From an optimization exercise on the open Yosys and OpenROAD flow, aimed at small area, a short achievable clock period and few clock cycles per item; shortcuts taken in it are not production practice.
Function was checked by simulation only, so behaviour that the tests miss may differ from the original.

--- design/flow/config.mk ---
export PLATFORM = sky130hd
export DESIGN_NAME = muldiv_unit
export DESIGN_NICKNAME = muldiv_unit
export VERILOG_FILES = /design/flow/design.v
export SDC_FILE = /design/flow/constraint.sdc
export NUM_CORES = 4
export LEC_CHECK = 0
export CAP_MARGIN = 20
export CORE_MARGIN = 2
export CORE_UTILIZATION = 40
export SLEW_MARGIN = 20
--- design/flow/constraint.sdc ---
create_clock -name core_clock -period 15.0 [get_ports {clk}]
set_input_delay 3.0000 -clock core_clock [delete_from_list [all_inputs] [get_ports {clk}]]
set_output_delay 3.0000 -clock core_clock [all_outputs]
set_load 0.01 [all_outputs]
--- design/flow/design.v ---
module muldiv_unit #(
    parameter int WIDTH   = 32,
    parameter int MUL_LAT = 5
) (
    input  logic             clk,
    input  logic             reset,
    input  logic [3:0]       op,
    input  logic [WIDTH-1:0] src_a,
    input  logic [WIDTH-1:0] src_b,
    input  logic [1:0]       rd_sel,
    output logic             busy,
    output logic [WIDTH-1:0] result
);
    localparam int CNT_MAX = (MUL_LAT > WIDTH + 1) ? MUL_LAT : WIDTH + 1;
    localparam int CNT_W   = $clog2(CNT_MAX + 1);
    localparam logic [3:0] OP_MULT  = 4'd1;
    localparam logic [3:0] OP_MULTU = 4'd2;
    localparam logic [3:0] OP_DIV   = 4'd3;
    localparam logic [3:0] OP_DIVU  = 4'd4;
    localparam logic [3:0] OP_MADD  = 4'd5;
    localparam logic [3:0] OP_MADDU = 4'd6;
    localparam logic [3:0] OP_MSUB  = 4'd7;
    localparam logic [3:0] OP_MSUBU = 4'd8;
    localparam logic [3:0] OP_MTHI  = 4'd9;
    localparam logic [3:0] OP_MTLO  = 4'd10;
    typedef enum logic [1:0] {IDLE, MUL, DIV, DONE_FIX} state_t;
    state_t             state, next_state;
    logic               flush;
    logic [WIDTH-1:0]   hi, lo, a_reg, b_reg, quo, rem;
    logic [CNT_W-1:0]   count;
    logic               op_signed, mul_add, mul_sub, neg_q, neg_r, div_zero;
    logic               is_mul, is_div, src_signed;
    logic [WIDTH-1:0]   a_mag, b_mag, q_fix, r_fix;
    logic [2*WIDTH-1:0] ext_a, ext_b, product, mul_result;
    logic [WIDTH:0]     shifted, trial;
    assign flush = 1'b0;
    always_comb begin
        is_mul     = 1'b0;
        is_div     = 1'b0;
        src_signed = 1'b0;
        case (op)
            OP_MULT, OP_MADD, OP_MSUB: begin
                is_mul     = 1'b1;
                src_signed = 1'b1;
            end
            OP_MULTU, OP_MADDU, OP_MSUBU: is_mul = 1'b1;
            OP_DIV: begin
                is_div     = 1'b1;
                src_signed = 1'b1;
            end
            OP_DIVU: is_div = 1'b1;
            default: ;
        endcase
    end
    assign a_mag = (src_signed && src_a[WIDTH-1]) ? -src_a : src_a;
    assign b_mag = (src_signed && src_b[WIDTH-1]) ? -src_b : src_b;
    assign ext_a   = op_signed ? {{WIDTH{a_reg[WIDTH-1]}}, a_reg} : {{WIDTH{1'b0}}, a_reg};
    assign ext_b   = op_signed ? {{WIDTH{b_reg[WIDTH-1]}}, b_reg} : {{WIDTH{1'b0}}, b_reg};
    assign product = ext_a * ext_b;
    always_comb begin
        mul_result = product;
        if (mul_add)
            mul_result = {hi, lo} + product;
        else if (mul_sub)
            mul_result = {hi, lo} - product;
    end
    assign shifted = {rem, quo[WIDTH-1]};
    assign trial   = shifted - {1'b0, b_reg};
    assign q_fix   = neg_q ? -quo : quo;
    assign r_fix   = neg_r ? -rem : rem;
    always_ff @(posedge clk or negedge reset) begin
        if (!reset) begin
            state <= IDLE;
            busy  <= 1'b0;
        end else begin
            state <= next_state;
            busy  <= (next_state != IDLE);
        end
    end
    always_comb begin
        next_state = state;
        case (state)
            IDLE: begin
                if (!flush && is_mul)
                    next_state = MUL;
                else if (!flush && is_div)
                    next_state = DIV;
            end
            MUL:      if (flush || count == '0) next_state = IDLE;
            DIV: begin
                if (flush)
                    next_state = IDLE;
                else if (count == '0)
                    next_state = DONE_FIX;
            end
            DONE_FIX: next_state = IDLE;
            default:  next_state = IDLE;
        endcase
    end
    always_ff @(posedge clk or negedge reset) begin
        if (!reset) begin
            hi        <= '0;
            lo        <= '0;
            a_reg     <= '0;
            b_reg     <= '0;
            quo       <= '0;
            rem       <= '0;
            count     <= '0;
            op_signed <= 1'b0;
            mul_add   <= 1'b0;
            mul_sub   <= 1'b0;
            neg_q     <= 1'b0;
            neg_r     <= 1'b0;
            div_zero  <= 1'b0;
        end else if (!flush) begin
            case (state)
                IDLE: begin
                    if (op == OP_MTHI)
                        hi <= src_a;
                    else if (op == OP_MTLO)
                        lo <= src_a;
                    else if (is_mul) begin
                        a_reg     <= src_a;
                        b_reg     <= src_b;
                        op_signed <= src_signed;
                        mul_add   <= (op == OP_MADD) || (op == OP_MADDU);
                        mul_sub   <= (op == OP_MSUB) || (op == OP_MSUBU);
                        count     <= CNT_W'(MUL_LAT - 1);
                    end else if (is_div) begin
                        a_reg    <= src_a;
                        b_reg    <= b_mag;
                        quo      <= a_mag;
                        rem      <= '0;
                        neg_q    <= src_signed && (src_a[WIDTH-1] ^ src_b[WIDTH-1]);
                        neg_r    <= src_signed && src_a[WIDTH-1];
                        div_zero <= (src_b == '0);
                        count    <= CNT_W'(WIDTH - 1);
                    end
                end
                MUL: begin
                    if (count == '0)
                        {hi, lo} <= mul_result;
                    else
                        count <= count - 1'b1;
                end
                DIV: begin
                    if (trial[WIDTH]) begin
                        rem <= shifted[WIDTH-1:0];
                        quo <= {quo[WIDTH-2:0], 1'b0};
                    end else begin
                        rem <= trial[WIDTH-1:0];
                        quo <= {quo[WIDTH-2:0], 1'b1};
                    end
                    if (count != '0)
                        count <= count - 1'b1;
                end
                DONE_FIX: begin
                    if (div_zero) begin
                        hi <= a_reg;
                        lo <= '1;
                    end else begin
                        hi <= r_fix;
                        lo <= q_fix;
                    end
                end
                default: ;
            endcase
        end
    end
    always_comb begin
        result = '0;
        case (rd_sel)
            2'd1:    result = hi;
            2'd2:    result = lo;
            default: result = '0;
        endcase
    end
endmodule
--- design/flow/run.sh ---
#!/bin/bash
# synth_recipe.tcl (not shown) runs the flow's synth.tcl, then flattens the netlist and writes it again
# the make line also repeats each setting of config.mk as NAME=value (left out here)
make -C /OpenROAD-flow-scripts/flow DESIGN_CONFIG=/design/flow/config.mk WORK_HOME=/design/flow/orfs CLKGATE_MAP_FILE= SYNTH_SCRIPT=/design/flow/synth_recipe.tcl finish
==> summary.txt <==
==> worst paths after layout <==
check,cells after the start,from,to
setup / recovery,40,op_signed,hi[29]
hold / removal,2,b_reg[30],b_reg[30]
setup reg to reg,40,op_signed,hi[29]
hold reg to reg,2,b_reg[30],b_reg[30]
max in group asynchronous,2,reset,a_reg[26]
min in group asynchronous,1,reset,quo[13]
==> critical path: cells and delay by family, from the launching register on <==
kind	cells	cell delay (ns)
compound gates	9	2.30
simple gates	7	2.16
xor+xnor	1	0.25
buf+inv	10	1.16
mux	1	0.24
flops	1	0.33
fa+ha+maj	12	6.43
==> metal layers <==
metal,vias up,part of all wire (%),track usage [%]
li1,24800,-,-
met1,29400,39,34.6
met2,1886,50,48.7
met3,475,5.0,1.92
met4,4,5.9,13.9
met5,-,0.0090,0
==> cells in the final DEF (no fill, tap or decap), types with 38 or more instances in the layout <==
cell,Yosys,routed
nand3_1,73,73
ha_1,477,474
a31oi_1,38,38
and2_1,569,567
fa_1,1436,1436
xnor2_1,259,259
inv_1,1715,1715
nor2_1,352,350
dfrtp_1,207,201
a22oi_1,41,41
a21o_1,75,75
nor3_1,61,61
o31ai_1,52,52
clkdlybuf4s50_1,0,103
xor2_1,108,108
o21ai_0,332,332
nand2_1,886,886
o21bai_1,46,46
a21oi_1,366,366
buf_4,0,107
==> per-stage QoR <==
step / cell area [um^2] / cells / hold slack, ns / util, %
finish: 74700 / 10300 / 0.495 / 42.5
global route: 74700 / 10300 / 0.533 / 42.5
CTS: 74600 / 10300 / 0.493 / 42.5
detailed placement: 73700 / 10300 / 0.478 / 41.9
global placement: 73700 / 10300 / 0.468 / 41.9
floorplan: 70500 / 8154 / 0.474 / -
==> cells by family after synthesis <==
family / Yosys count / synth area share, %
AO/OA/AOI/OAI: 1297 / 11.8
XOR/XNOR: 368 / 4.59
adder cells (fa/ha/maj): 1914 / 49.3
buffers and inverters: 2141 / 11.5
flip-flops: 207 / 7.35
multiplexers: 50 / 0.767
AND/OR/NAND/NOR: 2177 / 14.8
==> area by class of cell <==
| cell class | count | area share, % |
|---|---|---|
| Antenna cell | 3 | 0.0100 |
| Clock buffer | 34 | 1.02 |
| Clock inverter | 16 | 0.236 |
| Inverter | 1717 | 8.63 |
| Multi-Input combinational cell | 5806 | 76.7 |
| Sequential cell | 207 | 6.95 |
| Tap cell | 2340 | 3.92 |
| Timing Repair Buffer | 214 | 2.54 |
==> results.py <==
metrics = {
    "worst_setup_path": {
        "cp_slowest_cell": "and2_1",
        "endpoint_kind": "flip-flop",
        "max_stage_delay_ns": 0.88,
        "worst_path_most_repeated_cell": "fa_1",
        "start_kind": "flip-flop",
        "rrSetupSlack_ns": 2.00,
        "arrival_ns": 13.56,
        "cp_max_fo": 24,
        "required_ns": 15.56,
        "worstSetupPathType": "reg2reg",
    },
    "timing": {
        "setup_viol": 0,
        "tns_ns": 0,
        "worst_slew_pin_slew_ns": 1.15,
        "fmax_mhz": 76.9,
        "rsz0062_at_grt": "no",
        "slew_headroom_pct": 23.2,
        "timing.final.ws_setup_ns": 2.00,
        "hold_viol": 0,
        "maxSlewViolCount": 0,
        "skew_ns": 0.0461,
        "period_share_pct": 86.6,
        "period_minus_slack_ns": 13.00,
    },
    "yosys": {
        "syn_area_per_cell_um2": 8.65,
        "yosysSeqAreaShare_pct": 7.35,
        "synth.area.top_cells": "fa_1 41%, inv_1 9.1%, ha_1 8.5%",
        "yosys.area.top_type": "fa_1",
        "syn_area_um2": 70500,
        "yosysWarnings": 1,
        "netlist.area_leader.share_pct": 40.8,
        "synth_cell_types": 101,
        "ys_dominant_reg_cell": "dfrtp_1",
        "synth_cells": 8154,
        "ys_seq_elements": 207,
        "synth_edf_count": 0,
        "ys_top_cells_by_count": "1,715 x inv_1, 1,436 x fa_1, 886 x nand2_1, 569 x and2_1, 477 x ha_1",
        "synth_nets": 10100,
        "synthArstFlopShare_pct": 100,
        "yosys.cell_count.top_type": "inv_1",
    },
    "grt": {
        "grt_pass1_vias": 61300,
        "grt-ovfl-total": 0,
        "grt_usage_pct": 27.8,
        "antenna_found_initial": 9,
        "grt_max_degree": 100,
        "grt_first_pass_wirelength_um": 379000,
    },
    "placed_design": {
        "place_congestion": 0.976,
        "portBuffers": 104,
        "pre_cts_slack_ns": 2.08,
        "dp_hpwl_um": 200000,
    },
    "layout": {
        "multi_input_area_um2": 57300,
        "drive_gt1_share_pct": 3.14,
        "area_delta_synth_final_pct": 5.95,
        "nNetsFinal": 9958,
        "regArea_um2": 5190,
        "num-fill-cells": 17500,
    },
    "clock_tree": {
        "h-tree-depth": 1,
        "numCtsBuffers": 27,
        "cts_root_buf": "clkbuf_16",
        "holdBufCountCts": 0,
        "cts-resized-gates": 0,
        "cts_max_path_buffers": 3,
        "clock-sinks": 207,
        "clk_pin_slew_ns": 0.09,
        "postCtsSetupRepairBufs": 0,
        "cts_tree": "done",
        "clk_latency_ns": 0.64,
    },
    "die": {
        "num_rows": 154,
        "start_util_pct": 40.1,
        "die_x_um": 424,
        "die_h_um": 424,
        "design.die.area_um2": 180000,
        "fp.coreArea_um2": 176000,
        "io_pins": 105,
    },
    "run": {
        "cap_violations": 0,
    },
    "status": {
        "outcome": "timing/DRC/antenna clean",
    },
    "detailed_routing": {
        "viasPerCell": 5.48,
        "drt_first_pass_iters": 6,
        "wire_per_inst_um": 23.6,
        "wl_um": 244000,
        "drc_errors": 0,
        "ant_nets": 0,
        "drt_iter0_markers": 4351,
        "vias": 56600,
    },
    "min_path": {
        "hold_class": "reg2reg",
    },
}
Testbench counts, summed over its fixed seeds: cycles 37,543, items 3,200.

[afterwards: timing with drivers on the ports]
The results above use ideal ports. As a check the final layout listed here was re-extracted and re-timed, cells and wires unchanged. Step 1, drivers: a clkbuf_16 drives clk and a buf_2 each remaining input, both assumed. Step 2 moves the port delays by t, midway between the first and last clock arrival at a register: inputs arrive t later, outputs are due t later. That takes back most of the time a late clock gives input paths. Three values: no drivers, after step 1, after step 2; two values: the first two.
t (ns): 0.696
slack for setup (ns): 2.003 / 2.003 / 2.003
worst hold slack (ns): 0.495 / 0.495 / 0.495
worst setup path at the end: register to register
clock arrival spread, ns: 0.046 / 0.046
After both steps setup and hold are still met in this run. For this run, drivers alone change the setup slack by 0.000 ns; drivers and shift together by 0.000 ns.
